Background: an optimization exercise with open tools, aiming at small area, a short achievable clock period and few clock cycles per item. Do not read the settings as production practice. Only simulation tests tie the RTL to the original design; equivalence was not proved. Power figures rest on the tool's default switching activity, not on a simulated workload.

File: design.v
`timescale 1ns / 1ps
`default_nettype none
package c8ie_pkg;
    localparam int unsigned PC_W   = 12;
    localparam int unsigned VREG_W = 8;
    localparam int unsigned VIDX_W = 4;
    localparam int unsigned VREG_N = 16;
    localparam logic [PC_W-1:0]   RESET_START_ADDR = 12'h200;
    localparam logic [VIDX_W-1:0] FLAG_REG         = 4'hF;
    localparam logic [11:0]       NNN_RETURN       = 12'h0EE;
    localparam logic [1:0] ST_OK        = 2'd0;
    localparam logic [1:0] ST_OVERFLOW  = 2'd1;
    localparam logic [1:0] ST_UNDERFLOW = 2'd2;
    localparam logic [1:0] ST_UNHANDLED = 2'd3;
endpackage
`default_nettype wire
`timescale 1ns / 1ps
`default_nettype none
module c8ie_stack #(
    parameter int unsigned STACK_DEPTH = 16,
    parameter int unsigned AW          = 4
) (
    input  wire logic                        aclk,
    input  wire logic                        wr_en,
    input  wire logic [AW-1:0]               wr_addr,
    input  wire logic [c8ie_pkg::PC_W-1:0]   wr_data,
    input  wire logic [AW-1:0]               rd_addr,
    output logic      [c8ie_pkg::PC_W-1:0]   rd_data
);
    logic [c8ie_pkg::PC_W-1:0] mem [STACK_DEPTH];
    always_ff @(posedge aclk) begin
        if (wr_en) begin
            mem[wr_addr] <= wr_data;
        end
    end
    assign rd_data = mem[rd_addr];
endmodule
`default_nettype wire
`timescale 1ns / 1ps
`default_nettype none
module c8ie_vreg_file (
    input  wire logic                          aclk,
    input  wire logic                          clr,
    input  wire logic                          rw,
    input  wire logic [c8ie_pkg::VIDX_W-1:0]   num,
    input  wire logic [c8ie_pkg::VREG_W-1:0]   val,
    input  wire logic                          fw,
    input  wire logic                          fval,
    input  wire logic [c8ie_pkg::VIDX_W-1:0]   rd_x,
    input  wire logic [c8ie_pkg::VIDX_W-1:0]   rd_y,
    output logic      [c8ie_pkg::VREG_W-1:0]   vx,
    output logic      [c8ie_pkg::VREG_W-1:0]   vy
);
    logic [c8ie_pkg::VREG_W-1:0] mem [c8ie_pkg::VREG_N];
    logic [c8ie_pkg::VREG_W-1:0] wval, fwval;
    assign wval  = val;
    assign fwval = fw ? {{(c8ie_pkg::VREG_W-1){1'b0}}, fval} : val;
    always_ff @(posedge aclk) begin
        for (int k = 0; k < c8ie_pkg::VREG_N - 1; k++) begin
            if (clr || (rw && num == c8ie_pkg::VIDX_W'(k))) begin
                mem[k] <= wval;
            end
        end
        if (clr || fw || (rw && num == c8ie_pkg::FLAG_REG)) begin
            mem[c8ie_pkg::VREG_N-1] <= fwval;
        end
    end
    assign vx = mem[rd_x];
    assign vy = mem[rd_y];
endmodule
`default_nettype wire
`timescale 1ns / 1ps
`default_nettype none
module c8ie_exec (
    input  wire logic [15:0]                   ins,
    input  wire logic [7:0]                    ctl,
    input  wire logic                          clr,
    input  wire logic [c8ie_pkg::PC_W-1:0]     pc,
    input  wire logic [c8ie_pkg::PC_W-1:0]     idx,
    input  wire logic                          empty,
    input  wire logic                          full,
    input  wire logic [c8ie_pkg::VREG_W-1:0]   vx,
    input  wire logic [c8ie_pkg::VREG_W-1:0]   vy,
    input  wire logic [c8ie_pkg::PC_W-1:0]     stack_top,
    output logic      [c8ie_pkg::PC_W-1:0]     pc_next,
    output logic      [c8ie_pkg::PC_W-1:0]     pc_inc,
    output logic      [c8ie_pkg::PC_W-1:0]     idx_next,
    output logic                               push,
    output logic                               pop,
    output logic      [c8ie_pkg::VREG_W-1:0]   val,
    output logic                               fval,
    output logic      [1:0]                    status
);
    logic [3:0]  op, n;
    logic [7:0]  nn;
    logic [11:0] nnn, pc_skip;
    logic        a_inv, b_inv, b_nn, cin, sel_sum, is_ret;
    logic        is_sys, is_jmp, is_call, is_skeqi, is_sknei, is_skeqr, is_skner;
    logic        is_ld, is_alu, is_ldi, fn_known, skip;
    logic [7:0]  a, b, s, other;
    logic        cout;
    assign op  = ins[15:12];
    assign n   = ins[3:0];
    assign nn  = ins[7:0];
    assign nnn = ins[11:0];
    assign {a_inv, b_inv, b_nn, cin, sel_sum, is_ret} = ctl[7:2];
    assign is_sys   = (op == 4'h0);
    assign is_jmp   = (op == 4'h1);
    assign is_call  = (op == 4'h2);
    assign is_skeqi = (op == 4'h3);
    assign is_sknei = (op == 4'h4);
    assign is_skeqr = (op == 4'h5);
    assign is_ld    = (op == 4'h6);
    assign is_alu   = (op == 4'h8);
    assign is_skner = (op == 4'h9);
    assign is_ldi   = (op == 4'hA);
    assign fn_known = (n[3] == 1'b0) || (n == 4'hE);
    assign a = vx ^ {8{a_inv}};
    assign b = b_nn ? nn : (vy ^ {8{b_inv}});
    c8ie_add8 u_add (
        .a    (a),
        .b    (b),
        .cin  (cin),
        .s    (s),
        .cout (cout)
    );
    always_comb begin
        other = '0;
        if (!clr) begin
            if (is_ld) begin
                other = nn;
            end else begin
                case (n)
                    4'h0:    other = vy;
                    4'h1:    other = vx | vy;
                    4'h2:    other = vx & vy;
                    4'h3:    other = vx ^ vy;
                    4'h6:    other = {1'b0, vx[7:1]};
                    4'hE:    other = {vx[6:0], 1'b0};
                    default: other = '0;
                endcase
            end
        end
    end
    assign val = (sel_sum && !clr) ? s : other;
    always_comb begin
        case (n)
            4'h6:    fval = vx[0];
            4'hE:    fval = vx[7];
            default: fval = cout;
        endcase
    end
    always_comb begin
        pc_inc[0]  = pc[0];
        pc_skip[0] = pc[0];
        pc_skip[1] = pc[1];
        for (int k = 1; k < 12; k++) begin
            pc_inc[k] = pc[k] ^ (&(pc | (12'hFFF << k) | 12'h001));
        end
        for (int k = 2; k < 12; k++) begin
            pc_skip[k] = pc[k] ^ (&(pc | (12'hFFF << k) | 12'h003));
        end
    end
    assign skip = (is_skeqi && (vx == nn)) || (is_sknei && (vx != nn)) ||
                  (is_skeqr && (vx == vy)) || (is_skner && (vx != vy));
    assign push = is_call && !full;
    assign pop  = is_ret && !empty;
    always_comb begin
        if (pop) begin
            pc_next = stack_top;
        end else if (is_jmp || push) begin
            pc_next = nnn;
        end else if (skip) begin
            pc_next = pc_skip;
        end else begin
            pc_next = pc_inc;
        end
    end
    assign idx_next = is_ldi ? nnn : idx;
    always_comb begin
        status = c8ie_pkg::ST_OK;
        if (is_ret && empty) begin
            status = c8ie_pkg::ST_UNDERFLOW;
        end else if (is_call && full) begin
            status = c8ie_pkg::ST_OVERFLOW;
        end else if ((is_sys && !is_ret) || (op > 4'hA) || (is_alu && !fn_known)) begin
            status = c8ie_pkg::ST_UNHANDLED;
        end
    end
endmodule
module c8ie_predec (
    input  wire logic [15:0] ins,
    output logic      [7:0]  ctl
);
    logic [3:0] op, n;
    logic       is_alu, is_addi, fn_known, fn_arith;
    assign op       = ins[15:12];
    assign n        = ins[3:0];
    assign is_alu   = (op == 4'h8);
    assign is_addi  = (op == 4'h7);
    assign fn_known = (n[3] == 1'b0) || (n == 4'hE);
    assign fn_arith = (n == 4'h4) || (n == 4'h5) || (n == 4'h7);
    assign ctl[7] = is_alu && (n == 4'h7);                         
    assign ctl[6] = (n == 4'h5);                                   
    assign ctl[5] = is_addi;                                       
    assign ctl[4] = is_alu && ((n == 4'h5) || (n == 4'h7));        
    assign ctl[3] = is_addi || (is_alu && fn_arith);               
    assign ctl[2] = (ins == {4'h0, c8ie_pkg::NNN_RETURN});         
    assign ctl[1] = (op == 4'h6) || is_addi || (is_alu && fn_known);    
    assign ctl[0] = is_alu && (fn_arith || n == 4'h6 || n == 4'hE);     
endmodule
module c8ie_add8 (
    input  wire logic [7:0] a,
    input  wire logic [7:0] b,
    input  wire logic       cin,
    output logic      [7:0] s,
    output logic            cout
);
    logic [8:0] g0, p0, g1, p1, g2, p2, g3;
    always_comb begin
        g0[0] = cin;
        p0[0] = 1'b0;
        for (int k = 0; k < 8; k++) begin
            g0[k+1] = a[k] & b[k];
            p0[k+1] = a[k] ^ b[k];
        end
        for (int k = 0; k < 9; k++) begin
            g1[k] = (k >= 1) ? (g0[k] | (p0[k] & g0[k-1])) : g0[k];
            p1[k] = (k >= 1) ? (p0[k] & p0[k-1]) : p0[k];
        end
        for (int k = 0; k < 9; k++) begin
            g2[k] = (k >= 2) ? (g1[k] | (p1[k] & g1[k-2])) : g1[k];
            p2[k] = (k >= 2) ? (p1[k] & p1[k-2]) : p1[k];
        end
        for (int k = 0; k < 9; k++) begin
            g3[k] = (k >= 4) ? (g2[k] | (p2[k] & g2[k-4])) : g2[k];
        end
        for (int k = 0; k < 8; k++) begin
            s[k] = p0[k+1] ^ g3[k];
        end
        cout = g2[8] | (p2[8] & g3[4]);
    end
endmodule
`default_nettype wire
`timescale 1ns / 1ps
`default_nettype none
module chip8_instruction_execute_top #(
    parameter int unsigned STACK_DEPTH = 16
) (
    input  wire logic        aclk,
    input  wire logic        aresetn,
    input  wire logic        cfg_valid,
    output logic             cfg_ready,
    input  wire logic [11:0] cfg_start_address,
    input  wire logic        s_valid,
    output logic             s_ready,
    input  wire logic [15:0] s_instruction,
    output logic             m_valid,
    input  wire logic        m_ready,
    output logic [11:0]      m_pc_value,
    output logic [11:0]      m_index_value,
    output logic             m_reg_written,
    output logic [3:0]       m_reg_number,
    output logic [7:0]       m_vreg_data,
    output logic             m_flag_written,
    output logic             m_flag_value,
    output logic [1:0]       m_status
);
    localparam int unsigned AW = (STACK_DEPTH > 1) ? $clog2(STACK_DEPTH) : 1;
    localparam int unsigned RW = 17;    
    logic        s_ready_reg, rst_reg;
    logic        r_valid_reg, r2_valid_reg, e_valid_reg, h_valid_reg;
    logic        r_valid_nxt, r2_valid_nxt, e_valid_nxt, h_valid_nxt;
    logic        e_fire, r_adv, r_load, accept, h_en;
    logic [15:0] r_ins_reg, r2_ins_reg;
    logic [7:0]  rd_x, rd_y, fwd_x, fwd_y;
    logic [15:0] e_ins_reg;
    logic [7:0]  opx_reg, opy_reg;
    logic [7:0]  r_ctl, e_ctl_reg;
    logic [11:0]   pc_reg, idx_reg;
    logic [AW-1:0] tp_reg;      
    logic          ne_reg;      
    logic [11:0] pc_next, pc_inc, idx_next, stack_top;
    logic        push, pop, e_rw, e_fw, e_fval, w_rw, w_fw;
    logic [7:0]  e_val;
    logic [1:0]  e_status;
    logic [3:0]  e_num;
    logic [RW-1:0] e_res;
    logic [RW-1:0] h_res_reg;
    assign cfg_ready = 1'b1;
    assign s_ready   = s_ready_reg;
    assign h_en    = !h_valid_reg || m_ready;
    assign e_fire  = e_valid_reg && h_en;
    assign r_adv   = !e_valid_reg || h_en;
    assign r_load  = r_adv || !r_valid_reg;
    assign accept  = s_valid && s_ready_reg;
    assign e_num = e_ins_reg[11:8];
    assign e_rw  = e_ctl_reg[1];
    assign e_fw  = e_ctl_reg[0];
    assign w_rw  = e_valid_reg && e_rw;
    assign w_fw  = e_valid_reg && e_fw;
    c8ie_predec u_predec (
        .ins (r_ins_reg),
        .ctl (r_ctl)
    );
    c8ie_vreg_file u_vregs (
        .aclk  (aclk),
        .clr   (rst_reg),
        .rw    (w_rw),
        .num   (e_num),
        .val   (e_val),
        .fw    (w_fw),
        .fval  (e_fval),
        .rd_x  (r_ins_reg[11:8]),
        .rd_y  (r_ins_reg[7:4]),
        .vx    (rd_x),
        .vy    (rd_y)
    );
    always_comb begin
        fwd_x = rd_x;
        if (e_valid_reg && e_fw && r_ins_reg[11:8] == c8ie_pkg::FLAG_REG) begin
            fwd_x = {7'd0, e_fval};
        end else if (e_valid_reg && e_rw && r_ins_reg[11:8] == e_num) begin
            fwd_x = e_val;
        end
        fwd_y = rd_y;
        if (e_valid_reg && e_fw && r_ins_reg[7:4] == c8ie_pkg::FLAG_REG) begin
            fwd_y = {7'd0, e_fval};
        end else if (e_valid_reg && e_rw && r_ins_reg[7:4] == e_num) begin
            fwd_y = e_val;
        end
    end
    c8ie_stack #(
        .STACK_DEPTH (STACK_DEPTH),
        .AW          (AW)
    ) u_stack (
        .aclk    (aclk),
        .wr_en   (e_valid_reg && push),
        .wr_addr (AW'(tp_reg + AW'(1))),
        .wr_data (pc_inc),
        .rd_addr (tp_reg),
        .rd_data (stack_top)
    );
    c8ie_exec u_exec (
        .ins       (e_ins_reg),
        .ctl       (e_ctl_reg),
        .clr       (rst_reg),
        .pc        (pc_reg),
        .idx       (idx_reg),
        .empty     (!ne_reg),
        .full      (ne_reg && tp_reg == AW'(STACK_DEPTH - 1)),
        .vx        (opx_reg),
        .vy        (opy_reg),
        .stack_top (stack_top),
        .pc_next   (pc_next),
        .pc_inc    (pc_inc),
        .idx_next  (idx_next),
        .push      (push),
        .pop       (pop),
        .val       (e_val),
        .fval      (e_fval),
        .status    (e_status)
    );
    assign e_res = {e_rw, e_num, e_val, e_fw, e_fval, e_status};
    always_comb begin
        r_valid_nxt  = r_load ? (r2_valid_reg || accept) : 1'b1;
        r2_valid_nxt = r2_valid_reg ? !r_adv : (accept && r_valid_reg && !r_adv);
        e_valid_nxt  = r_adv ? r_valid_reg : 1'b1;
        h_valid_nxt  = h_en ? e_valid_reg : 1'b1;
    end
    always_ff @(posedge aclk) begin
        rst_reg <= !aresetn;
        if (!aresetn) begin
            s_ready_reg  <= 1'b1;
            r_valid_reg  <= 1'b0;
            r2_valid_reg <= 1'b0;
            e_valid_reg  <= 1'b0;
            h_valid_reg  <= 1'b0;
        end else begin
            s_ready_reg  <= !r2_valid_nxt;
            r_valid_reg  <= r_valid_nxt;
            r2_valid_reg <= r2_valid_nxt;
            e_valid_reg  <= e_valid_nxt;
            h_valid_reg  <= h_valid_nxt;
        end
    end
    always_ff @(posedge aclk) begin
        if (cfg_valid) begin
            pc_reg <= cfg_start_address;
        end else if (rst_reg) begin
            pc_reg <= c8ie_pkg::RESET_START_ADDR;
        end else if (e_fire) begin
            pc_reg <= pc_next;
        end
        if (rst_reg) begin
            idx_reg <= '0;
            ne_reg  <= 1'b0;
            tp_reg  <= AW'(STACK_DEPTH - 1);
        end else if (e_fire) begin
            idx_reg <= idx_next;
            if (push) begin
                ne_reg  <= 1'b1;
                tp_reg  <= AW'(tp_reg + AW'(1));
            end else if (pop) begin
                ne_reg  <= (tp_reg != '0);
                tp_reg  <= AW'(tp_reg - AW'(1));
            end
        end
    end
    always_ff @(posedge aclk) begin
        if (r_load) begin
            r_ins_reg <= r2_valid_reg ? r2_ins_reg : s_instruction;
        end
        if (!r2_valid_reg) begin
            r2_ins_reg <= s_instruction;
        end
        if (r_adv) begin
            e_ins_reg <= r_ins_reg;
            e_ctl_reg <= r_ctl;
            opx_reg   <= fwd_x;
            opy_reg   <= fwd_y;
        end
        if (h_en) begin
            h_res_reg <= e_res;
        end
    end
    assign m_valid = h_valid_reg;
    assign {m_reg_written, m_reg_number, m_vreg_data, m_flag_written, m_flag_value,
            m_status} = h_res_reg;
    assign m_pc_value    = pc_reg;
    assign m_index_value = idx_reg;
endmodule
`default_nettype wire
File: flow/run.sh
#!/bin/bash
# The standard layout, with plain buffers (instead of the delay cells the
# resizer picks by default) on the input and output ports.
set -euo pipefail
bash standard.sh BUFFER_PORTS_ARGS="-buffer_cell sky130_fd_sc_hd__buf_2" finish > standard_flow.log 2>&1
File: standard.sh
#!/bin/bash
# synth_recipe.tcl (not shown) runs the flow's synth.tcl, then flattens the netlist and writes it again
# the make line also repeats each setting of config.mk as NAME=value (left out here)
make -C /OpenROAD-flow-scripts/flow DESIGN_CONFIG=/design/flow/config.mk WORK_HOME=/design/flow/orfs CLKGATE_MAP_FILE= SYNTH_SCRIPT=/design/flow/synth_recipe.tcl "${@:-finish}"
File: config.mk
export PLATFORM = sky130hd
export DESIGN_NAME = chip8_instruction_execute_top
export DESIGN_NICKNAME = chip8_instruction_execute_top
export VERILOG_FILES = /design/flow/design.v
export SDC_FILE = /design/flow/constraint.sdc
export NUM_CORES = 4
export LEC_CHECK = 0
export ABC_AREA = 1
export ABC_CLOCK_PERIOD_IN_PS = 2500
export CAP_MARGIN = 20
export CORE_MARGIN = 2
export CORE_UTILIZATION = 62
export CTS_CLUSTER_DIAMETER = 100
export CTS_CLUSTER_SIZE = 25
export SETUP_SLACK_MARGIN = 4.6
export SLEW_MARGIN = 20
export TNS_END_PERCENT = 50
File: constraint.sdc
create_clock -name core_clock -period 7.0 [get_ports {aclk}]
set_input_delay 1.4000 -clock core_clock [delete_from_list [all_inputs] [get_ports {aclk}]]
set_output_delay 1.4000 -clock core_clock [all_outputs]
set_load 0.01 [all_outputs]
==> flow_summary.json, run 1 <==
{
  "period_needed_ns": 2.631,
  "grt_overflow_total": 0,
  "synth.net_count": 2179,
  "crit_buf_inv": 1,
  "cts_hold_buf": 0,
  "maxSlewHeadroom": 0.4614,
  "crit_chain": "buf_2",
  "cap_violations": 0,
  "criticalPathCategory": "register to output pin",
  "yosysWarningCount": 6,
  "p_sw_frac": 0.2587,
  "routedWlPerCell_um": 21.79,
  "cp-end-kind": "output pin",
  "worst_pin_slew_ns": 0.8044,
  "p_per_area_mw_per_mm2": 222.9,
  "syn_inst": 2107,
  "grt_pass1_wl_mm": 86.46,
  "grt_max_degree": 97,
  "start_kind": "register",
  "port_buffers": 75,
  "power_w": 0.005342,
  "worst_ep_required_time_ns": 5.60,
  "slowest_delay_ns": 0.49,
  "clkSinkCount": 448,
  "dieArea_mm2": 0.03509,
  "power_switching_w": 0.001382,
  "largest_reg_flops": 192,
  "clkSlewWorstSetupHoldPaths_ns": 0.10,
  "ys_types": 47,
  "final_cell_mix": "nand2_1, edfxtp_1, nor2_1",
  "fp.coreArea_mm2": 0.03328,
  "drive_gt1_frac": 0.1643,
  "drcViolationCount": 0,
  "drt_iter0_drc": 1956,
  "first_global_vias": 14810,
  "start_util": 0.6260,
  "areaGrowthSynthToFinish_pct": 15.03,
  "seqPwrFrac": 0.595,
  "rsz0062_at_grt": "yes",
  "vdd_ir_drop_max_mv": 0.2372,
  "max_freq_ghz": 0.3801,
  "crit_family": "flip-flops",
  "p_leak_nw": 9.621,
  "num_vias": 16290,
  "hpwl_mm": 38.66,
  "final-setup-viol-count": 0,
  "syn_area_mm2": 0.02083,
  "cts_inserted_buffers": 21,
  "cts_tree": "done",
  "htreeDepth": 1,
  "finalWeightedCongestion": 0.9682,
  "ant_nets": 0,
  "min_path_type": "register to register",
  "grt_antenna_before_repair": 0,
  "skew_ns": 0.02510,
  "pwr-share-clk": 0.259,
  "finalHoldViolCount": 0,
  "root_buffer": "clkbuf_16",
  "tns_ns": 0,
  "outcome": "no timing/DRC/antenna violations",
  "ys_seq_elements": 448,
  "cts_buffer_depth": 3,
  "power.internal_w": 0.003960,
  "die_width_um": 187.3,
  "die_h_um": 187.3,
  "rows": 67,
  "antenna_cells": 0,
  "cp_max_fo": 2,
  "vias_per_cell": 5.953,
  "grt.total_usage": 0.3246,
  "min_period_over_period": 0.3759,
  "dr.pass1.iters": 6,
  "critPathSlowestCell": "edfxtp_1",
  "final_nets": 2346,
  "slew_viol_final": 0,
  "crit_arrival_ns": 1.23,
  "wirelength_mm": 59.63,
  "ioPinCount": 77,
  "comb_power_share": 0.147,
  "final_common_cell": "nand2_1",
  "syn_area_per_cell_um2": 9.888,
  "ys_seq_area_frac": 0.6250,
  "clock_latency_ns": 0.56
}
## path summary, 6_finish.rpt
| path | from | endpoint | slack [ns] | cells past startpoint |
|---|---|---|---|---|
| min reg2reg | r2_ins_reg[14] | r2_ins_reg[14] | 0.45 | 2 |
| min | r2_ins_reg[14] | r2_ins_reg[14] | 0.45 | 2 |
| max | pc_reg[0] | m_pc_value[0] | 4.37 | 1 |
| max reg2reg | e_ctl_reg[5] | u_vregs.mem[13][7] | 4.37 | 12 |
## synthesized netlist by cell type (all sizes together)
cell	n	area, um^2
a21o	3	22.52
a21oi	62	321.6
a22o	1	8.760
a31oi	6	37.54
a32o	1	10.01
a32oi	1	8.760
and2	2	12.51
and3	1	6.260
buf	23	127.6
clkbuf	40	152.6
clkinv	2	7.510
conb	1	3.750
dfxtp	43	860.8
edfxtp	405	12160
fa	1	20.02
ha	38	475.5
inv	176	660.6
nand2	559	2126
nand3	151	760.7
nand3b	8	60.06
nand4	27	168.9
nor2	277	1132
nor3	15	80.08
o2111ai	3	26.28
o211ai	12	90.09
o21a	1	7.510
o21ai	143	715.7
o21bai	3	22.52
o221ai	6	52.55
o22ai	53	331.6
o2bb2ai	1	8.760
o31ai	3	22.52
or2	4	25.02
xnor2	16	140.1
xor2	19	166.4
## through the flow
step                instance area (um^2)  worst slack [ns]  instances  hold WS, ns  utilization
floorplan                          20880             4.311       2107       0.4143            -
global placement                   21820             3.724       2604       0.4295       0.6556
detailed placement                 21830             3.643       2604       0.4350       0.6558
CTS                                22980             4.342       2681       0.4541       0.6905
global route                       23970             4.290       2737       0.4628       0.7201
finish                             23970             4.369       2737       0.4510       0.7201
## power groups by stage
stage	Sequential (W)	Clock, W	Combinational, W
floorplan	0.00322	0	0.000351
global placement	0.00325	0	0.000534
detailed placement	0.00325	0	0.000543
CTS	0.00318	0.00140	0.000621
global route	0.00319	0.00148	0.000842
finish	0.00318	0.00138	0.000783
## logic make-up (layout without fill, tap and decap cells)
logic type / after synthesis / count (layout) / synth area share
AOI/OAI and AO/OA: 299 / 299 / 0.08095
xor gates and xnor gates: 35 / 35 / 0.01471
adders and majority gates: 39 / 39 / 0.02378
buffers and inverters: 241 / 421 / 0.04552
DFF: 448 / 448 / 0.6250
other: 1 / 1 / 0.0001800
and+or+nand+nor: 1044 / 1046 / 0.2098
## area by class of cell
| type | count | area, um^2 |
|---|---|---|
| Sequential cell | 448 | 13050 |
| Clock buffer | 36 | 581.8 |
| Tap cell | 448 | 560.5 |
| Clock inverter | 2 | 12.51 |
| Timing Repair Buffer | 201 | 1657 |
| Multi-Input combinational cell | 1420 | 7377 |
| Inverter | 178 | 699.4 |
| Timing Repair inverter | 4 | 27.53 |
| Fill cell | 2380 | 9314 |
## what timing repair did
item                                    4_1_cts  5_1_grt
setup buffers                                37       51
endpoints found under the setup margin      270      434
pin swaps                                    23       45
cloned                                        2        5
gates resized for setup                      47      117
## layer usage
layer / GRT usage / up-vias / routed length [um]
met5: 0 / - / 0
met2: 0.5468 / 866 / 28940
met4: 0.1349 / 0 / 3096
met1: 0.4278 / 7724 / 22580
li1: - / 7527 / -
met3: 0.04428 / 175 / 5022
Testbench counts, summed over its fixed seeds: cycles 12,024, items 12,000.
==> run 2: changes to the inputs <==
--- a/config.mk
+++ b/config.mk
@@ -14,4 +14,4 @@
 export CTS_CLUSTER_SIZE = 25
 export SETUP_SLACK_MARGIN = 4.6
 export SLEW_MARGIN = 20
-export TNS_END_PERCENT = 50
+export TNS_END_PERCENT = 20
==> run 2 against run 1 <==
Worst setup slack lost 0.053 ns. Global-route usage is essentially flat. Non-clock buffer count shrank 23. Highest routed layer unchanged. Worst hold slack gained 0.0083 ns. Total power shrank 1.6%. Combinational power shrank 6.9%. Via count shrank 1.7%. Maximum frequency shrank 2.0%.
==> flow_summary.json, run 2 <==
{
  "grt_pass1_wl_mm": 86.51,
  "p_per_area_mw_per_mm2": 223.9,
  "clkSlewWorstSetupHoldPaths_ns": 0.10,
  "wl_met1_mm": 22.67,
  "final_cell_mix": "nand2_1, edfxtp_1, nor2_1",
  "worst_pin_slew_ns": 0.9318,
  "cts_inserted_buffers": 21,
  "synth_mux_area_frac": 0,
  "slew_viol_final": 0,
  "num_vias": 16020,
  "largest_reg_flops": 192,
  "synth-simple-area-share": 0.2098,
  "ant_nets": 0,
  "die_h_um": 187.3,
  "ys_types": 47,
  "drcViolationCount": 0,
  "areaGrowthSynthToFinish_pct": 12.76,
  "synth_top_family_by_area": "simple AND/OR/NAND/NOR gates",
  "syn_inst": 2107,
  "grt_antenna_before_repair": 0,
  "comb_power_share": 0.139,
  "first_global_vias": 14910,
  "placedCellCount": 2605,
  "min_period_over_period": 0.3834,
  "yosysTopAreaCell": "edfxtp_1",
  "cts_buffer_depth": 3,
  "final-setup-viol-count": 0,
  "synth.most_common_cell": "nand2_1",
  "tns_ns": 0,
  "start_kind": "register",
  "synthAdderAreaFrac": 0.02378,
  "antenna_cells": 0,
  "seqPwrFrac": 0.606,
  "synthFlopType": "edfxtp_1",
  "async_flop_share": 0,
  "final_common_cell": "nand2_1",
  "p_leak_nw": 9.435,
  "highest_layer": "met4",
  "clock_latency_ns": 0.56,
  "drt_iter0_drc": 1580,
  "ys_seq_elements": 448,
  "whs_path_depth": 2,
  "synth_edf_count": 405,
  "worst_ep_required_time_ns": 7.30,
  "drive_gt1_frac": 0.1413,
  "nFillCells": 2494,
  "cts_tree": "done",
  "vias_per_cell": 5.923,
  "hpwl_mm": 38.98,
  "fp.coreArea_mm2": 0.03328,
  "ioPinCount": 77,
  "final_nets": 2323,
  "yosysWarningCount": 6,
  "multi_input_area_mm2": 0.007256,
  "dr_wl_met3_mm": 4.000,
  "grt.total_usage": 0.3244,
  "register_area_mm2": 0.01303,
  "grt_overflow_total": 0,
  "pwr-share-clk": 0.256,
  "dieArea_mm2": 0.03509,
  "min_path_type": "register to register",
  "max_freq_ghz": 0.3726,
  "p_sw_frac": 0.2528,
  "synth.net_count": 2179,
  "htreeDepth": 1,
  "synth_compound_gate_area_share": 0.08095,
  "clkSinkCount": 448,
  "start_util": 0.6260,
  "synth_common_cells": "nand2_1, edfxtp_1, nor2_1",
  "synth_top_cells_by_area": "edfxtp_1, nand2_1, nor2_1, dfxtp_1, nand3_1",
  "finalWeightedCongestion": 0.9629,
  "cp-end-kind": "register",
  "cp_max_fo": 8,
  "wirelength_mm": 58.23,
  "synth_xor_area_frac": 0.01471,
  "root_buffer": "clkbuf_16",
  "criticalPathCategory": "register to register",
  "outcome": "no timing/DRC/antenna violations",
  "rsz0062_at_grt": "yes",
  "ys_seq_area_frac": 0.6250,
  "r2r_cells": 12,
  "syn_area_mm2": 0.02083,
  "dr.pass1.iters": 6,
  "wl_met2_mm": 28.95,
  "grt_max_degree": 89,
  "finalHoldViolCount": 0,
  "vdd_ir_drop_max_mv": 0.2063,
  "crit_arrival_ns": 2.98,
  "syn_area_per_cell_um2": 9.888,
  "power_switching_w": 0.001329,
  "die_width_um": 187.3,
  "skew_ns": 0.02766,
  "finalNonFillerCells": 2705,
  "yosysTopAreaCellShare": 0.5837,
  "port_buffers": 75,
  "rows": 67,
  "power.internal_w": 0.003930,
  "period_needed_ns": 2.684,
  "routedWlPerCell_um": 21.53,
  "maxSlewHeadroom": 0.3781,
  "cap_violations": 0
}
## run 2: stage by stage
step                cell area (um^2)  hold slack, ns  setup WS [ns]  utilization  total power [W]
finish                         23490          0.4593          4.316       0.7059         0.005259
global route                   23490          0.4772          4.235       0.7059         0.005429
CTS                            22890          0.4650          4.344       0.6879         0.005157
detailed placement             21830          0.4370          3.595       0.6559         0.003796
global placement               21830          0.4305          3.740       0.6558         0.003783
floorplan                      20880          0.4143          4.311            -         0.003568
## run 2: power groups by stage
stage                     clock [W]  sequential [W]  combinational [W]
after floorplan                   0         0.00322           0.000351
after global placement            0         0.00325           0.000532
after detailed placement          0         0.00325           0.000543
after CTS                   0.00136         0.00319           0.000613
after global routing        0.00144         0.00320           0.000787
final                       0.00134         0.00319           0.000729
## run 2: worst paths after layout
check	startpoint	to	slack [ns]
worst max-delay path	e_ctl_reg[6]	u_vregs.mem[11][5]	4.32
worst min-delay path	r2_ins_reg[8]	r2_ins_reg[8]	0.46
worst min register to register	r2_ins_reg[8]	r2_ins_reg[8]	0.46
worst max register to register	e_ctl_reg[6]	u_vregs.mem[11][5]	4.32
## run 2: cell type report
| type | instances | area share |
|---|---|---|
| Timing Repair Buffer | 178 | 0.05757 |
| Timing Repair inverter | 5 | 0.001491 |
| Clock buffer | 29 | 0.02407 |
| Sequential cell | 448 | 0.5544 |
| Multi-Input combinational cell | 1419 | 0.3088 |
| Inverter | 178 | 0.02977 |
| Tap cell | 448 | 0.02386 |
## run 2: what timing repair did
action,in CTS,in global routing
gates resized for setup,38,65
hold buffers,0,0
gates cloned,1,5
setup endpoints to repair,333,403
buffers inserted,32,33
pin swaps,14,19
## run 2: routing by layer
metal | global-route usage | vias up
met5 | 0 | -
met3 | 0.03002 | 140
met4 | 0.1270 | 0
met1 | 0.4235 | 7618
met2 | 0.5653 | 786
li1 | - | 7477
## run 2: kinds of logic (layout without fill, tap and decap cells)
kind of cell | Yosys count | count (layout)
and+or+nand+nor | 1044 | 1045
DFF | 448 | 448
buffers and inverters | 241 | 390
xor gates and xnor gates | 35 | 35
other | 1 | 1
adders and majority gates | 39 | 39
AOI/OAI and AO/OA | 299 | 299
## run 2: critical path, cell delays in order, from the launching register on
cell	delay [ns]
edfxtp_1	0.46
buf_6	0.18
xnor2_1	0.17
a21oi_1	0.10
ha_1	0.37
a21oi_1	0.21
nand2_2	0.10
buf_4	0.14
a21oi_2	0.12
xor2_1	0.16
or2_4	0.18
nand2_8	0.09
buf_12	0.17
==> run 3: changes to the inputs <==
--- a/config.mk
+++ b/config.mk
@@ -12,6 +12,6 @@
 export CORE_UTILIZATION = 62
 export CTS_CLUSTER_DIAMETER = 100
 export CTS_CLUSTER_SIZE = 25
-export SETUP_SLACK_MARGIN = 4.6
+export SETUP_SLACK_MARGIN = 4.5
 export SLEW_MARGIN = 20
 export TNS_END_PERCENT = 20
==> run 3 against run 2 <==
Clock power barely moved. Non-clock buffer count fell by 32. Clock skew fell by 0.015 ns. Routed wire length fell by 2.1%. Synthesized cell count did not move. Design area fell by 2.0%. First-iteration DRC count rose by 0.32%. Count of clock-buffer cells in the layout did not move. Total power fell by 1.9%. Sequential power barely moved. Largest cell class unchanged. Largest power group unchanged.
==> flow_summary.json, run 3 <==
{
  "outcome": "no timing/DRC/antenna violations",
  "clock_latency_ns": 0.54,
  "syn_area_mm2": 0.02083,
  "drcViolationCount": 0,
  "tns_ns": 0,
  "final_cell_mix": "nand2_1, edfxtp_1, nor2_1",
  "crit_buf_inv": 1,
  "ys_types": 47,
  "crit_family": "flip-flops",
  "start_kind": "register",
  "final_nets": 2287,
  "critPathSlowestCell": "edfxtp_1",
  "syn_area_per_cell_um2": 9.888,
  "synth.net_count": 2179,
  "cts_hold_buf": 0,
  "cts_tree": "done",
  "num_vias": 15810,
  "criticalPathCategory": "register to output pin",
  "cp-end-kind": "output pin",
  "maxSlewHeadroom": 0.3244,
  "start_util": 0.6260,
  "grt_antenna_before_repair": 0,
  "cp_max_fo": 6,
  "dieArea_mm2": 0.03509,
  "drive_gt1_frac": 0.1180,
  "root_buffer": "clkbuf_16",
  "yosysWarningCount": 6,
  "die_h_um": 187.3,
  "grt_pass1_wl_mm": 86.15,
  "synth_edf_count": 405,
  "htreeDepth": 1,
  "port_buffers": 75,
  "rsz0062_at_grt": "yes",
  "min_period_over_period": 0.3818,
  "min_path_type": "register to register",
  "synth_common_cells": "nand2_1, edfxtp_1, nor2_1",
  "routedWlPerCell_um": 21.36,
  "cts_inserted_buffers": 21,
  "ys_seq_elements": 448,
  "die_width_um": 187.3,
  "first_global_vias": 14770,
  "hpwl_mm": 38.98,
  "clkSlewWorstSetupHoldPaths_ns": 0.09,
  "max_freq_ghz": 0.3742,
  "worst_pin_slew_ns": 1.012,
  "rows": 67,
  "p_leak_nw": 9.253,
  "p_per_area_mw_per_mm2": 224.1,
  "holdWs_ns": 0.4586,
  "final-setup-viol-count": 0,
  "ant_nets": 0,
  "finalHoldViolCount": 0,
  "grt_overflow_total": 0,
  "placedCellCount": 2605,
  "slowest_delay_ns": 0.53,
  "finalNonFillerCells": 2669,
  "synthFlopType": "edfxtp_1",
  "areaGrowthSynthToFinish_pct": 10.55,
  "power_w": 0.005160,
  "ys_seq_area_frac": 0.6250,
  "slew_viol_final": 0,
  "synth.most_common_cell": "nand2_1",
  "period_needed_ns": 2.672,
  "fp.coreArea_mm2": 0.03328,
  "yosysTopAreaCellShare": 0.5837,
  "grt_max_degree": 89,
  "stdcell_area_mm2": 0.02303,
  "ioPinCount": 77,
  "vias_per_cell": 5.922,
  "skew_ns": 0.01308,
  "dr.pass1.iters": 7,
  "finalWeightedCongestion": 0.9629,
  "largest_reg_flops": 192,
  "place_area_mm2": 0.02183,
  "worst_ep_required_time_ns": 5.60,
  "grt.total_usage": 0.3228,
  "synth_top_cells_by_area": "edfxtp_1, nand2_1, nor2_1, dfxtp_1, nand3_1",
  "clkSinkCount": 448,
  "cts_buffer_depth": 3,
  "yosysTopAreaCell": "edfxtp_1",
  "async_flop_share": 0,
  "crit_chain": "buf_2",
  "drt_iter0_drc": 1585,
  "crit_arrival_ns": 1.27,
  "wirelength_mm": 57.00,
  "final_common_cell": "nand2_1",
  "antenna_cells": 0,
  "syn_inst": 2107,
  "vdd_ir_drop_max_mv": 0.2053,
  "cap_violations": 0
}
[run 3: cell types whose count changed in the layout (fill, tap and decap cells not counted), sizes merged]
| cell | before | now |
|---|---|---|
| buf | 178 | 146 |
| clkinvlp | 9 | 4 |
| inv | 172 | 173 |
[run 3: cells by family (layout without fill, tap and decap cells)]
family | after synthesis | after routing | synth area share
AND/OR/NAND/NOR | 1044 | 1045 | 0.2098
flip-flops | 448 | 448 | 0.6250
AO/OA/AOI/OAI | 299 | 299 | 0.08095
buffers and inverters | 241 | 354 | 0.04552
adder cells (fa/ha/maj) | 39 | 39 | 0.02378
XOR/XNOR | 35 | 35 | 0.01471
other | 1 | 1 | 0.0001800
[run 3: worst paths after layout]
kind	slack, ns	to	cells after the start	startpoint
setup / recovery	4.33	m_pc_value[8]	1	pc_reg[8]
hold reg to reg	0.46	r2_ins_reg[3]	2	r2_ins_reg[3]
setup reg to reg	4.39	opx_reg[1]	6	e_ctl_reg[7]
hold / removal	0.46	r2_ins_reg[3]	2	r2_ins_reg[3]
[run 3: final cells by class]
| class | count | area, um^2 |
|---|---|---|
| repair inverters | 1 | 7.507 |
| multi-input cells | 1419 | 7117 |
| inverters | 178 | 695.7 |
| clock buffers | 29 | 565.5 |
| flip-flops and latches | 448 | 13030 |
| repair buffers | 146 | 1061 |
| fillers | 2567 | 10250 |
| well taps | 448 | 560.5 |
[run 3: per-stage QoR]
step | setup WS (ns) | utilization
3_5_place_dp | 3.595 | 0.6559
4_1_cts | 4.201 | 0.6814
3_3_place_gp | 3.740 | 0.6558
6_report | 4.328 | 0.6921
5_1_grt | 4.210 | 0.6921
2_1_floorplan | 4.311 | -
[run 3: routing by layer]
metal  wire (um)  up-vias  global-route usage
li1            -     7395                   -
met1       22080     7553              0.4222
met2       28320      726              0.5631
met3        4166      132             0.03227
met4        2429        0              0.1190
met5           0        -                   0
[run 3: report_power, final]
part	switching, W	leakage (nW)	internal, W	total [W]
clock network	0.000774	0.274	0.000566	0.00134
logic	0.000413	4.64	0.000217	0.000629
registers	0.000106	4.34	0.00309	0.00319
total	0.00129	9.25	0.00387	0.00516
[run 3: repair_timing]
item                       4_1_cts  5_1_grt
resized for setup               19       43
hold endpoints to repair         0        0
pin swaps                        5        9
gates cloned                     1        1
setup buffers                   15       18
setup endpoints to repair      270      317
==> run 4: changes to the inputs <==
--- a/config.mk
+++ b/config.mk
@@ -12,6 +12,7 @@
 export CORE_UTILIZATION = 62
 export CTS_CLUSTER_DIAMETER = 100
 export CTS_CLUSTER_SIZE = 25
+export GPL_ROUTABILITY_DRIVEN = 0
 export SETUP_SLACK_MARGIN = 4.5
 export SLEW_MARGIN = 20
 export TNS_END_PERCENT = 20
==> run 4 against run 3 <==
Still clean. First-iteration DRC count grew 11%. Register-to-register slack barely moved. Worst setup slack got worse by 0.026 ns. Flip-flop and latch count unchanged. Global-route usage is 0.29 points lower. Non-clock buffer count is 3 higher. Critical path type unchanged. Critical endpoint unchanged. Largest power group unchanged.
==> flow_summary.json, run 4 <==
{
  "die_width_um": 187.3,
  "worst_pin_slew_ns": 1.058,
  "synth_mux_area_frac": 0,
  "yosysWarningCount": 6,
  "root_buffer": "clkbuf_16",
  "grt_max_degree": 69,
  "synth_compound_gate_area_share": 0.08095,
  "clkSinkCount": 448,
  "stdcell_area_mm2": 0.02302,
  "finalNonFillerCells": 2681,
  "maxSlewHeadroom": 0.2940,
  "grt_overflow_total": 0,
  "synthAdderAreaFrac": 0.02378,
  "synth_common_cells": "nand2_1, edfxtp_1, nor2_1",
  "ys_seq_area_frac": 0.6250,
  "skew_ns": 0.02748,
  "max_freq_ghz": 0.3705,
  "cts_tree": "done",
  "vias_per_cell": 5.957,
  "dr.pass1.iters": 6,
  "hpwl_mm": 39.29,
  "rows": 67,
  "crit_chain": "buf_2",
  "clock_latency_ns": 0.55,
  "wl_met2_mm": 27.97,
  "first_global_vias": 15130,
  "clkSlewWorstSetupHoldPaths_ns": 0.10,
  "nFillCells": 2566,
  "synth_top_cells_by_area": "edfxtp_1, nand2_1, nor2_1, dfxtp_1, nand3_1",
  "async_flop_share": 0,
  "fp.coreArea_mm2": 0.03328,
  "final_nets": 2290,
  "largest_reg_flops": 192,
  "cts_hold_buf": 0,
  "post-place-ws_ns": 3.658,
  "crit_buf_inv": 1,
  "register_area_mm2": 0.01303,
  "yosysTopAreaCell": "edfxtp_1",
  "final_common_cell": "nand2_1",
  "rsz0062_at_grt": "yes",
  "drt_iter0_drc": 1758,
  "synth.net_count": 2179,
  "vdd_ir_drop_max_mv": 0.2140,
  "cts_buffer_depth": 3,
  "synth_edf_count": 405,
  "cts_inserted_buffers": 21,
  "grt_pass1_wl_mm": 85.90,
  "p_leak_nw": 9.262,
  "antenna_cells": 0,
  "drive_gt1_frac": 0.1155,
  "slew_viol_final": 0,
  "synth.most_common_cell": "nand2_1",
  "port_buffers": 75,
  "cap_violations": 0,
  "final-setup-viol-count": 0,
  "min_period_over_period": 0.3855,
  "fin_ws_ns": 4.301,
  "slowest_delay_ns": 0.54,
  "htreeDepth": 1,
  "start_kind": "register",
  "areaGrowthSynthToFinish_pct": 10.51,
  "holdWs_ns": 0.4578,
  "syn_area_mm2": 0.02083,
  "wirelength_mm": 57.19,
  "tns_ns": 0,
  "synthFlopType": "edfxtp_1",
  "placedCellCount": 2604,
  "period_needed_ns": 2.699,
  "ant_nets": 0,
  "die_h_um": 187.3,
  "criticalPathCategory": "register to output pin",
  "ys_types": 47,
  "num_vias": 15970,
  "cp-end-kind": "output pin",
  "critPathSlowestCell": "edfxtp_1",
  "drcViolationCount": 0,
  "wl_met1_mm": 22.00,
  "outcome": "no timing/DRC/antenna violations",
  "worst_ep_required_time_ns": 5.60,
  "highest_layer": "met4",
  "synth-simple-area-share": 0.2098,
  "multi_input_area_mm2": 0.007081,
  "yosysTopAreaCellShare": 0.5837,
  "start_util": 0.6260,
  "syn_inst": 2107,
  "crit_arrival_ns": 1.30,
  "synth_xor_area_frac": 0.01471,
  "p_per_area_mw_per_mm2": 225.3,
  "grt_antenna_before_repair": 1,
  "ys_seq_elements": 448,
  "dieArea_mm2": 0.03509,
  "grt.total_usage": 0.3199,
  "dr_wl_met3_mm": 4.350,
  "finalHoldViolCount": 0,
  "routedWlPerCell_um": 21.33,
  "synth_top_family_by_area": "simple AND/OR/NAND/NOR gates",
  "cp_max_fo": 6,
  "syn_area_per_cell_um2": 9.888,
  "min_path_type": "register to register",
  "ioPinCount": 77,
  "final_cell_mix": "nand2_1, edfxtp_1, nor2_1",
  "crit_family": "flip-flops",
  "place_area_mm2": 0.02182
}
==> run 4: cell counts after synthesis <==
No cell type changed its count.
==> run 4: repair_timing <==
item	in CTS	in global routing
cloned	0	2
setup buffers	12	25
gates resized for setup	18	38
endpoints found under the setup margin	269	316
pin swaps	2	9
==> run 4: final timing paths <==
kind / from / to / slack [ns] / depth (start not counted)
max reg2reg: e_ctl_reg[5] / opx_reg[3] / 4.39 / 11
min reg2reg: r2_ins_reg[11] / r2_ins_reg[11] / 0.46 / 2
max: pc_reg[8] / m_pc_value[8] / 4.30 / 1
min: r2_ins_reg[11] / r2_ins_reg[11] / 0.46 / 2
==> run 4: metrics by stage <==
step                      power, W  utilization
final                     0.005188       0.6918
after global routing      0.005350       0.6918
after CTS                 0.005155       0.6808
after detailed placement  0.003795       0.6557
after global placement    0.003781       0.6556
after floorplan           0.003568            -
==> run 4: worst reg2reg max path: cells and delay by family (launching register included) <==
family | cells | cell delay [ns]
AOI/OAI and AO/OA | 2 | 0.56
DFF | 1 | 0.39
and+or+nand+nor | 5 | 0.65
adders and majority gates | 1 | 0.28
buffers and inverters | 3 | 0.51
==> run 4: report_power, final <==
part / total [W] / switching, W / internal (W)
registers: 0.00319 / 0.000106 / 0.00309
logic: 0.000617 / 0.000409 / 0.000208
clock network: 0.00138 / 0.000792 / 0.000587
total: 0.00519 / 0.00131 / 0.00388
==> run 4: cell families after synthesis <==
logic type,Yosys count
compound gates,299
xor+xnor,35
fa+ha+maj,39
buf+inv,241
flops,448
other cells,1
simple gates,1044
==> run 4: final cells by class <==
type,count,share of cell area
Sequential cell,448,0.5657
Multi-Input combinational cell,1419,0.3075
Timing Repair Buffer,149,0.04527
Inverter,178,0.03059
Clock buffer,37,0.02587
Tap cell,448,0.02435
Clock inverter,1,0.0003804
Timing Repair inverter,1,0.0003261
==> run 4: per-layer routing <==
| layer | track usage | vias up |
|---|---|---|
| met5 | 0 | - |
| met4 | 0.1419 | 0 |
| met3 | 0.03902 | 175 |
| met2 | 0.5473 | 765 |
| met1 | 0.4132 | 7594 |
| li1 | - | 7436 |
==> run 5: changes to the inputs <==
--- a/config.mk
+++ b/config.mk
@@ -11,8 +11,7 @@
 export CORE_MARGIN = 2
 export CORE_UTILIZATION = 62
 export CTS_CLUSTER_DIAMETER = 100
-export CTS_CLUSTER_SIZE = 25
-export GPL_ROUTABILITY_DRIVEN = 0
+export CTS_CLUSTER_SIZE = 28
 export SETUP_SLACK_MARGIN = 4.5
 export SLEW_MARGIN = 20
 export TNS_END_PERCENT = 20
==> run 5 against run 4 <==
Sequential power hardly changed. Register-to-register slack better by 0.03 ns. Worst setup slack worse by 0.013 ns. Maximum frequency is 0.46% lower. Sequential share of layout area is 0.26 points lower. Count of clock-buffer cells in the layout is 3 lower. Largest cell class unchanged.
==> flow_summary.json, run 5 <==
{
  "root_buffer": "clkbuf_16",
  "synth.most_common_cell": "nand2_1",
  "ys_types": 47,
  "synth.net_count": 2179,
  "finalHoldViolCount": 0,
  "hpwl_mm": 38.98,
  "ioPinCount": 77,
  "wirelength_mm": 57.57,
  "die_width_um": 187.3,
  "cp-end-kind": "output pin",
  "port_buffers": 75,
  "yosysTopAreaCell": "edfxtp_1",
  "cts_hold_buf": 0,
  "final-setup-viol-count": 0,
  "first_global_vias": 14920,
  "tns_ns": 0,
  "p_leak_nw": 9.296,
  "num_vias": 15860,
  "grt_max_degree": 89,
  "placedCellCount": 2605,
  "htreeDepth": 1,
  "finalWeightedCongestion": 0.9629,
  "syn_area_per_cell_um2": 9.888,
  "slew_viol_final": 0,
  "vias_per_cell": 5.916,
  "finalNonFillerCells": 2681,
  "dr.pass1.iters": 5,
  "routedWlPerCell_um": 21.47,
  "final_nets": 2291,
  "synthFlopType": "edfxtp_1",
  "crit_chain": "buf_2",
  "cap_violations": 0,
  "min_path_type": "register to register",
  "synth_top_cells_by_area": "edfxtp_1, nand2_1, nor2_1, dfxtp_1, nand3_1",
  "crit_buf_inv": 1,
  "slowest_delay_ns": 0.55,
  "vdd_ir_drop_max_mv": 0.2897,
  "grt_overflow_total": 0,
  "maxSlewHeadroom": 0.3395,
  "ant_nets": 0,
  "areaGrowthSynthToFinish_pct": 11.01,
  "antenna_cells": 0,
  "worst_ep_required_time_ns": 5.60,
  "cts_inserted_buffers": 20,
  "worst_pin_slew_ns": 0.9896,
  "grt_antenna_before_repair": 1,
  "grt_pass1_wl_mm": 86.60,
  "rsz0062_at_grt": "yes",
  "largest_reg_flops": 192,
  "skew_ns": 0.01929,
  "outcome": "no timing/DRC/antenna violations",
  "clock_latency_ns": 0.56,
  "final_cell_mix": "nand2_1, edfxtp_1, nor2_1",
  "synth_edf_count": 405,
  "cts_tree": "done",
  "grt.total_usage": 0.3250,
  "rows": 67,
  "nFillCells": 2548,
  "start_kind": "register",
  "p_per_area_mw_per_mm2": 227.7,
  "crit_family": "flip-flops",
  "drt_iter0_drc": 1736,
  "drive_gt1_frac": 0.1196,
  "critPathSlowestCell": "edfxtp_1",
  "max_freq_ghz": 0.3688,
  "cts_buffer_depth": 3,
  "syn_area_mm2": 0.02083,
  "period_needed_ns": 2.711,
  "dieArea_mm2": 0.03509,
  "clkSlewWorstSetupHoldPaths_ns": 0.11,
  "crit_arrival_ns": 1.31,
  "yosysTopAreaCellShare": 0.5837,
  "ys_seq_area_frac": 0.6250,
  "async_flop_share": 0,
  "cp_max_fo": 6,
  "start_util": 0.6260,
  "min_period_over_period": 0.3873,
  "criticalPathCategory": "register to output pin",
  "ys_seq_elements": 448,
  "final_common_cell": "nand2_1",
  "yosysWarningCount": 6,
  "fp.coreArea_mm2": 0.03328,
  "syn_inst": 2107,
  "clkSinkCount": 448,
  "synth_common_cells": "nand2_1, edfxtp_1, nor2_1",
  "die_h_um": 187.3,
  "drcViolationCount": 0
}
==> run 5: cell counts after synthesis <==
Identical to the previous run, type by type.
==> run 5: kinds of logic after synthesis <==
kind of cell / Yosys count / share of synthesized area
and+or+nand+nor: 1044 / 0.2098
other: 1 / 0.0001800
DFF: 448 / 0.6250
AOI/OAI and AO/OA: 299 / 0.08095
adders and majority gates: 39 / 0.02378
xor gates and xnor gates: 35 / 0.01471
buffers and inverters: 241 / 0.04552
==> run 5: metal layers <==
| metal | up-vias | GRT usage | share of wire |
|---|---|---|---|
| li1 | 7421 | - | - |
| met1 | 7580 | 0.4232 | 0.39 |
| met2 | 733 | 0.5646 | 0.50 |
| met3 | 126 | 0.03415 | 0.072 |
| met4 | 2 | 0.1270 | 0.042 |
| met5 | - | 0 | 0.00023 |
==> run 5: worst paths after layout <==
path / slack [ns] / startpoint / cells after the start / endpoint
setup / recovery: 4.29 / pc_reg[8] / 1 / m_pc_value[8]
hold / removal: 0.46 / r2_ins_reg[3] / 2 / r2_ins_reg[3]
setup reg to reg: 4.42 / e_ctl_reg[5] / 8 / opx_reg[1]
hold reg to reg: 0.46 / r2_ins_reg[3] / 2 / r2_ins_reg[3]
==> run 5: where the power goes <==
part | leakage [nW] | switching [W] | internal, W
combinational | 4.65 | 0.000412 | 0.000224
clock | 0.306 | 0.000815 | 0.000625
sequential | 4.34 | 0.000105 | 0.00309
==> run 5: cell type report <==
| type | count | area [um^2] | area share |
|---|---|---|---|
| multi-input combinational | 1418 | 7089 | 0.3065 |
| clock buffer | 34 | 584.3 | 0.02526 |
| timing repair inverter | 3 | 20.02 | 0.0008655 |
| sequential | 448 | 13030 | 0.5631 |
| timing repair buffer | 150 | 1095 | 0.04733 |
| inverter | 178 | 695.7 | 0.03008 |
| tap | 448 | 560.5 | 0.02423 |
| clock inverter | 2 | 60.06 | 0.002597 |
==> run 5: repair_timing <==
| action | in CTS | in global routing |
|---|---|---|
| gates resized for setup | 19 | 41 |
| setup buffers | 16 | 21 |
| hold endpoints to repair | 0 | 0 |
| endpoints found under the setup margin | 273 | 321 |
| pin swaps | 5 | 9 |
| gates cloned | 1 | 2 |
==> run 5: stage by stage <==
step | util | cell area [um^2] | hold slack (ns) | setup WS, ns | power [W]
floorplan | - | 20880 | 0.4143 | 4.311 | 0.003568
global placement | 0.6558 | 21830 | 0.4305 | 3.740 | 0.003783
detailed placement | 0.6559 | 21830 | 0.4370 | 3.595 | 0.003796
CTS | 0.6840 | 22760 | 0.4625 | 4.199 | 0.005212
global route | 0.6950 | 23130 | 0.4803 | 4.240 | 0.005427
finish | 0.6950 | 23130 | 0.4564 | 4.289 | 0.005267
==> run 6: changes to the inputs <==
--- a/config.mk
+++ b/config.mk
@@ -9,9 +9,9 @@
 export ABC_CLOCK_PERIOD_IN_PS = 2500
 export CAP_MARGIN = 20
 export CORE_MARGIN = 2
-export CORE_UTILIZATION = 62
+export CORE_UTILIZATION = 58
 export CTS_CLUSTER_DIAMETER = 100
-export CTS_CLUSTER_SIZE = 28
+export CTS_CLUSTER_SIZE = 25
 export SETUP_SLACK_MARGIN = 4.5
 export SLEW_MARGIN = 20
 export TNS_END_PERCENT = 20
==> run 6 against run 5 <==
Synthesized area unchanged. Sequential power about the same. Highest routed layer is now met4. Maximum frequency down 0.23%. Critical path type unchanged. First-iteration DRC count down 18%. Combinational power about the same. Still clean. Flip-flop and latch count unchanged. Non-clock buffer count down 4. Final cell count up 0.45%. Routed wire length up 2.0%. Die area up 6.7%. Count of clock-buffer cells in the layout up 2. Critical path depth unchanged.
==> flow_summary.json, run 6 <==
{
  "async_flop_share": 0,
  "grt_max_degree": 69,
  "max_freq_ghz": 0.3680,
  "routedWlPerCell_um": 21.81,
  "reg2reg_slack_ns": 4.39,
  "final_nets": 2288,
  "ys_types": 47,
  "critPathSlowestCell": "edfxtp_1",
  "cp_max_fo": 6,
  "comb_power_share": 0.122,
  "ys_seq_elements": 448,
  "tns_ns": 0,
  "finalNonFillerCells": 2693,
  "finalWeightedCongestion": 0.9477,
  "crit_family": "flip-flops",
  "whs_path_depth": 2,
  "synthFlopType": "edfxtp_1",
  "ys_seq_area_frac": 0.6250,
  "drcViolationCount": 0,
  "final_cell_mix": "nand2_1, edfxtp_1, nor2_1",
  "pwr-share-clk": 0.266,
  "rows": 69,
  "largest_reg_flops": 192,
  "drive_gt1_frac": 0.1161,
  "fin_ws_ns": 4.282,
  "dieArea_mm2": 0.03745,
  "r2r-end": "u_vregs.mem[3][7]",
  "syn_inst": 2107,
  "crit_chain": "buf_2",
  "port_buffers": 75,
  "root_buffer": "clkbuf_16",
  "maxSlewHeadroom": 0.4279,
  "slew_viol_final": 0,
  "wirelength_mm": 58.72,
  "min_period_over_period": 0.3882,
  "fp.coreArea_mm2": 0.03548,
  "cp-end-kind": "output pin",
  "seqPwrFrac": 0.612,
  "synth_top_cells_by_area": "edfxtp_1, nand2_1, nor2_1, dfxtp_1, nand3_1",
  "grt_antenna_before_repair": 1,
  "clkSlewWorstSetupHoldPaths_ns": 0.10,
  "worst_pin_slew_ns": 0.8573,
  "final-setup-viol-count": 0,
  "clock_latency_ns": 0.57,
  "p_sw_frac": 0.2554,
  "finalHoldViolCount": 0,
  "areaGrowthSynthToFinish_pct": 10.44,
  "num_vias": 15870,
  "crit_arrival_ns": 1.32,
  "drt_iter0_drc": 1426,
  "synth.net_count": 2179,
  "cp-startpoint": "pc_reg[8]",
  "nFillCells": 2912,
  "yosysTopAreaCellShare": 0.5837,
  "first_global_vias": 15050,
  "min-delay-start": "r2_ins_reg[14]",
  "grt_pass1_wl_mm": 88.54,
  "grt_overflow_total": 0,
  "ant_nets": 0,
  "crit_buf_inv": 1,
  "cts_inserted_buffers": 21,
  "criticalPathCategory": "register to output pin",
  "power.internal_w": 0.003884,
  "cap_violations": 0,
  "synth_common_cells": "nand2_1, edfxtp_1, nor2_1",
  "cts_tree": "done",
  "rsz0062_at_grt": "yes",
  "start_util": 0.5872,
  "yosysTopAreaCell": "edfxtp_1",
  "die_width_um": 193.5,
  "worst_ep_required_time_ns": 5.60,
  "post-place-ws_ns": 3.772,
  "grt.total_usage": 0.3087,
  "yosysWarningCount": 6,
  "vdd_ir_drop_max_mv": 0.2158,
  "syn_area_mm2": 0.02083,
  "placedCellCount": 2619,
  "die_h_um": 193.5,
  "dr.pass1.iters": 5,
  "reg2reg_from": "e_ctl_reg[5]",
  "htreeDepth": 1,
  "p_leak_nw": 9.238,
  "outcome": "no timing/DRC/antenna violations",
  "syn_area_per_cell_um2": 9.888,
  "final_common_cell": "nand2_1",
  "p_per_area_mw_per_mm2": 226.7,
  "vias_per_cell": 5.895,
  "synth_edf_count": 405,
  "cts_buffer_depth": 3,
  "period_needed_ns": 2.718,
  "power_switching_w": 0.001333,
  "skew_ns": 0.01851,
  "slowest_delay_ns": 0.55,
  "hpwl_mm": 40.69,
  "hold-path-endpoint": "r2_ins_reg[14]",
  "start_kind": "register",
  "synth.most_common_cell": "nand2_1",
  "ioPinCount": 77,
  "cts_hold_buf": 0,
  "clkSinkCount": 448,
  "min_path_type": "register to register",
  "r2r_cells": 12
}
## run 6: cell counts after synthesis
Identical to the previous run, type by type.
## run 6: logic make-up (layout without fill, tap and decap cells)
kind of cell | Yosys count | in the layout | synth area share
compound gates | 299 | 299 | 0.08095
xor+xnor | 35 | 35 | 0.01471
fa+ha+maj | 39 | 39 | 0.02378
buf+inv | 241 | 365 | 0.04552
flops | 448 | 448 | 0.6250
other cells | 1 | 2 | 0.0001800
simple gates | 1044 | 1044 | 0.2098
## run 6: timing repair
item / CTS / global route
pin swaps: 5 / 11
endpoints found under the setup margin: 238 / 258
gates resized for setup: 20 / 37
endpoints found under the hold margin: 0 / 0
gates cloned: 0 / 3
buffers inserted: 17 / 15
## run 6: worst max-delay path by stage
stage / slack, ns / to / cells after the start
floorplan: 4.31 / s_ready_reg / 6
global placement: 3.69 / idx_reg[11] / 7
detailed placement: 3.77 / s_ready_reg / 7
CTS: 4.28 / m_pc_value[8] / 1
global route: 4.23 / opy_reg[7] / 15
finish: 4.28 / m_pc_value[8] / 1
## run 6: per-stage QoR
| stage | utilization | hold WS, ns | instance area [um^2] | power (W) |
|---|---|---|---|---|
| after CTS | 0.6400 | 0.4598 | 22710 | 0.005178 |
| after global routing | 0.6484 | 0.4751 | 23010 | 0.005393 |
| after global placement | 0.6156 | 0.4318 | 21840 | 0.003794 |
| after floorplan | - | 0.4143 | 20880 | 0.003568 |
| after detailed placement | 0.6160 | 0.4379 | 21860 | 0.003802 |
| final | 0.6485 | 0.4525 | 23010 | 0.005217 |
## run 6: area by class of cell
cell class,count,area (um^2),share of cell area
antenna,1,2.502,0.0001087
sequential,448,13030,0.5660
timing repair buffer,146,1006,0.04372
clock buffer,36,581.8,0.02528
clock inverter,2,12.51,0.0005437
timing repair inverter,3,20.02,0.0008700
inverter,178,701.9,0.03050
tap,461,576.8,0.02507
multi-input combinational,1418,7084,0.3079
## run 6: power groups by stage
| stage | registers [W] | clock network, W | logic [W] |
|---|---|---|---|
| finish | 0.00319 | 0.00139 | 0.000637 |
| global route | 0.00321 | 0.00149 | 0.000698 |
| CTS | 0.00319 | 0.00140 | 0.000586 |
| detailed placement | 0.00325 | 0 | 0.000548 |
| global placement | 0.00325 | 0 | 0.000540 |
| floorplan | 0.00322 | 0 | 0.000351 |
## run 6: metal layers
layer / routed length, um / track usage / vias to the layer above
li1: - / - / 7414
met1: 23430 / 0.4102 / 7671
met2: 28900 / 0.5313 / 671
met3: 3934 / 0.02493 / 118
met4: 2458 / 0.1204 / 0
met5: 0 / 0 / -
==> run 7: changes to the inputs <==
--- a/config.mk
+++ b/config.mk
@@ -9,9 +9,9 @@
 export ABC_CLOCK_PERIOD_IN_PS = 2500
 export CAP_MARGIN = 20
 export CORE_MARGIN = 2
-export CORE_UTILIZATION = 58
+export CORE_UTILIZATION = 66
 export CTS_CLUSTER_DIAMETER = 100
 export CTS_CLUSTER_SIZE = 25
-export SETUP_SLACK_MARGIN = 4.5
+export SETUP_SLACK_MARGIN = 4.4
 export SLEW_MARGIN = 20
 export TNS_END_PERCENT = 20
==> run 7 against run 6 <==
Still clean on timing, DRC and antenna. Combinational power fell by 6.9%. Clock power barely moved. Register-to-register slack got worse by 0.05 ns. Total power fell by 1.2%. Synthesized area did not move. Non-clock buffer count fell by 19. Largest power group unchanged.
==> flow_summary.json, run 7 <==
{
  "outcome": "no timing/DRC/antenna violations",
  "placedCellCount": 2557,
  "grt_antenna_before_repair": 0,
  "grt_pass1_wl_mm": 85.62,
  "ys_seq_area_frac": 0.6250,
  "p_per_area_mw_per_mm2": 227.2,
  "syn_area_per_cell_um2": 9.888,
  "ioPinCount": 77,
  "max_freq_ghz": 0.3702,
  "register_area_mm2": 0.01303,
  "cp_max_fo": 6,
  "ant_nets": 0,
  "grtUsageMet2": 0.5831,
  "cts_tree": "done",
  "rsz0062_at_grt": "yes",
  "synth_top_cells_by_area": "edfxtp_1, nand2_1, nor2_1, dfxtp_1, nand3_1",
  "vias_per_cell": 6.132,
  "die_h_um": 181.7,
  "multi_input_area_mm2": 0.007039,
  "grt_overflow_total": 0,
  "fp.coreArea_mm2": 0.03131,
  "cp-end-kind": "output pin",
  "p_sw_frac": 0.2528,
  "synthFlopType": "edfxtp_1",
  "dr.pass1.iters": 6,
  "tns_ns": 0,
  "first_global_vias": 14990,
  "worst_pin_slew_ns": 0.9119,
  "syn_inst": 2107,
  "yosysWarningCount": 6,
  "start_util": 0.6654,
  "grt_max_degree": 97,
  "worst_ep_required_time_ns": 5.60,
  "hpwl_mm": 39.41,
  "power.internal_w": 0.003853,
  "synth.most_common_cell": "nand2_1",
  "criticalPathCategory": "register to output pin",
  "vdd_ir_drop_max_mv": 0.2703,
  "start_kind": "register",
  "drive_gt1_frac": 0.1023,
  "clkSinkCount": 448,
  "slew_viol_final": 0,
  "synth_common_cells": "nand2_1, edfxtp_1, nor2_1",
  "yosysTopAreaCell": "edfxtp_1",
  "skew_ns": 0.03478,
  "largest_reg_flops": 192,
  "drt_iter0_drc": 2023,
  "nFillCells": 2273,
  "finalNonFillerCells": 2611,
  "final-setup-viol-count": 0,
  "routedWlPerCell_um": 21.79,
  "final_cell_mix": "nand2_1, edfxtp_1, nor2_1",
  "cts_inserted_buffers": 21,
  "dieArea_mm2": 0.03301,
  "postLayoutCoreUtil": 0.7248,
  "antenna_cells": 0,
  "cts_buffer_depth": 3,
  "grt.total_usage": 0.3435,
  "holdWs_ns": 0.4548,
  "finalWeightedCongestion": 0.9561,
  "busiest_layer": "met2",
  "power_switching_w": 0.001303,
  "crit_chain": "buf_2",
  "wirelength_mm": 56.90,
  "slowest_delay_ns": 0.54,
  "crit_arrival_ns": 1.30,
  "yosysTopAreaCellShare": 0.5837,
  "final_common_cell": "nand2_1",
  "rows": 65,
  "maxSlewHeadroom": 0.3914,
  "areaGrowthSynthToFinish_pct": 8.930,
  "drcViolationCount": 0,
  "met1_usage": 0.4522,
  "synth_edf_count": 405,
  "clkSlewWorstSetupHoldPaths_ns": 0.10,
  "seqPwrFrac": 0.619,
  "syn_area_mm2": 0.02083,
  "pwr-share-clk": 0.266,
  "min_period_over_period": 0.3859,
  "ys_seq_elements": 448,
  "comb_power_share": 0.115,
  "crit_family": "flip-flops",
  "period_needed_ns": 2.701,
  "min_path_type": "register to register",
  "root_buffer": "clkbuf_16",
  "finalHoldViolCount": 0,
  "ys_types": 47,
  "num_vias": 16010,
  "cap_violations": 0,
  "synth.net_count": 2179,
  "die_width_um": 181.7,
  "grtUsageMet3": 0.04212,
  "htreeDepth": 1,
  "crit_buf_inv": 1,
  "port_buffers": 75,
  "clock_latency_ns": 0.57,
  "p_leak_nw": 9.139,
  "async_flop_share": 0,
  "final_nets": 2266,
  "cts_hold_buf": 0,
  "critPathSlowestCell": "edfxtp_1"
}
run 7: cell count changes in the layout (fill, tap and decap cells not counted), sizes merged:
| cell | before | now |
|---|---|---|
| buf | 146 | 127 |
| clkinvlp | 7 | 3 |
| inv | 173 | 174 |
| diode | 1 | 0 |
run 7: final cells by class:
class	count	share of cell area
clock inverter	2	0.0005513
inverter	178	0.03065
sequential	448	0.5740
clock buffer	36	0.02564
multi-input combinational	1418	0.3102
tap	402	0.02216
timing repair buffer	127	0.03683
run 7: routing by layer:
metal	routed length (um)	vias up
li1	-	7369
met1	21470	7551
met2	27640	926
met3	5048	165
met4	2747	0
met5	0	-
run 7: timing repair:
item,CTS,global route
pin swaps,2,3
setup buffers,11,5
setup endpoints to repair,240,230
resized for setup,12,23
run 7: path summary, 6_finish.rpt:
kind / startpoint / endpoint / slack, ns / cells after the start
max: pc_reg[6] / m_pc_value[6] / 4.30 / 1
min: r2_ins_reg[13] / r2_ins_reg[13] / 0.45 / 2
max reg2reg: e_ctl_reg[6] / u_vregs.mem[11][2] / 4.34 / 10
min reg2reg: r2_ins_reg[13] / r2_ins_reg[13] / 0.45 / 2
run 7: kinds of logic after synthesis:
| family | count (synthesis) | synth area share |
|---|---|---|
| other cells | 1 | 0.0001800 |
| flops | 448 | 0.6250 |
| fa+ha+maj | 39 | 0.02378 |
| xor+xnor | 35 | 0.01471 |
| simple gates | 1044 | 0.2098 |
| compound gates | 299 | 0.08095 |
| buf+inv | 241 | 0.04552 |
run 7: power by group through the flow:
stage / combinational (W) / clock (W) / sequential, W
after floorplan: 0.000351 / 0 / 0.00322
after global placement: 0.000532 / 0 / 0.00325
after detailed placement: 0.000546 / 0 / 0.00325
after CTS: 0.000563 / 0.00138 / 0.00319
after global routing: 0.000648 / 0.00147 / 0.00321
final: 0.000593 / 0.00137 / 0.00319
run 7: through the flow:
| stage | instance area, um^2 | worst slack (ns) | power, W |
|---|---|---|---|
| 6_report | 22700 | 4.299 | 0.005156 |
| 4_1_cts | 22500 | 4.253 | 0.005137 |
| 2_1_floorplan | 20880 | 4.311 | 0.003568 |
| 3_3_place_gp | 21750 | 3.699 | 0.003783 |
| 3_5_place_dp | 21750 | 3.790 | 0.003799 |
| 5_1_grt | 22700 | 4.199 | 0.005326 |
run 7: worst min-delay path, stage by stage, from the launching register on:
cell and delay [ns]:
dfxtp_1 0.31, nand2_1 0.05, nand2_1 0.07

[separate check: timing with driven ports]
Ports are ideal in the flow. The routed layouts listed here were re-timed in OpenROAD. Step 1 (the two cells are an assumption about what drives the block):
set clk [get_ports {aclk}]
set_driving_cell -lib_cell sky130_fd_sc_hd__clkbuf_16 $clk
set_driving_cell -lib_cell sky130_fd_sc_hd__buf_2 [delete_from_list [all_inputs] $clk]
Step 2 moves the port delays by t, midway between the first and last clock arrival at a register: inputs arrive t later, outputs are due t later. That takes back most of the time a late clock gives input paths. Slacks: ideal ports / drivers / drivers and shift; pairs: ideal ports / drivers.
run | t (ns) | slack for setup (ns) | latest minus earliest clock arrival (ns) | slew at the worst register clock pin (ns)
run 1 | 0.606 | 4.369 / 4.314 / 3.997 | 0.026 / 0.026 | 0.12 / 0.12
run 2 | 0.599 | 4.316 / 4.276 / 3.894 | 0.030 / 0.030 | 0.11 / 0.11
run 3 | 0.597 | 4.328 / 4.269 / 3.815 | 0.017 / 0.017 | 0.10 / 0.10
run 4 | 0.595 | 4.301 / 4.246 / 3.890 | 0.028 / 0.027 | 0.11 / 0.11
run 5 | 0.605 | 4.289 / 4.231 / 3.960 | 0.025 / 0.025 | 0.11 / 0.11
run 6 | 0.609 | 4.282 / 4.229 / 3.920 | 0.024 / 0.024 | 0.11 / 0.11
run 7 | 0.599 | 4.299 / 4.246 / 3.778 | 0.035 / 0.035 | 0.11 / 0.11
After both steps setup and hold are still met in every run listed. The setup slack of run 7, which loses most, moves by -0.053 ns with the drivers and by -0.521 ns with both steps.
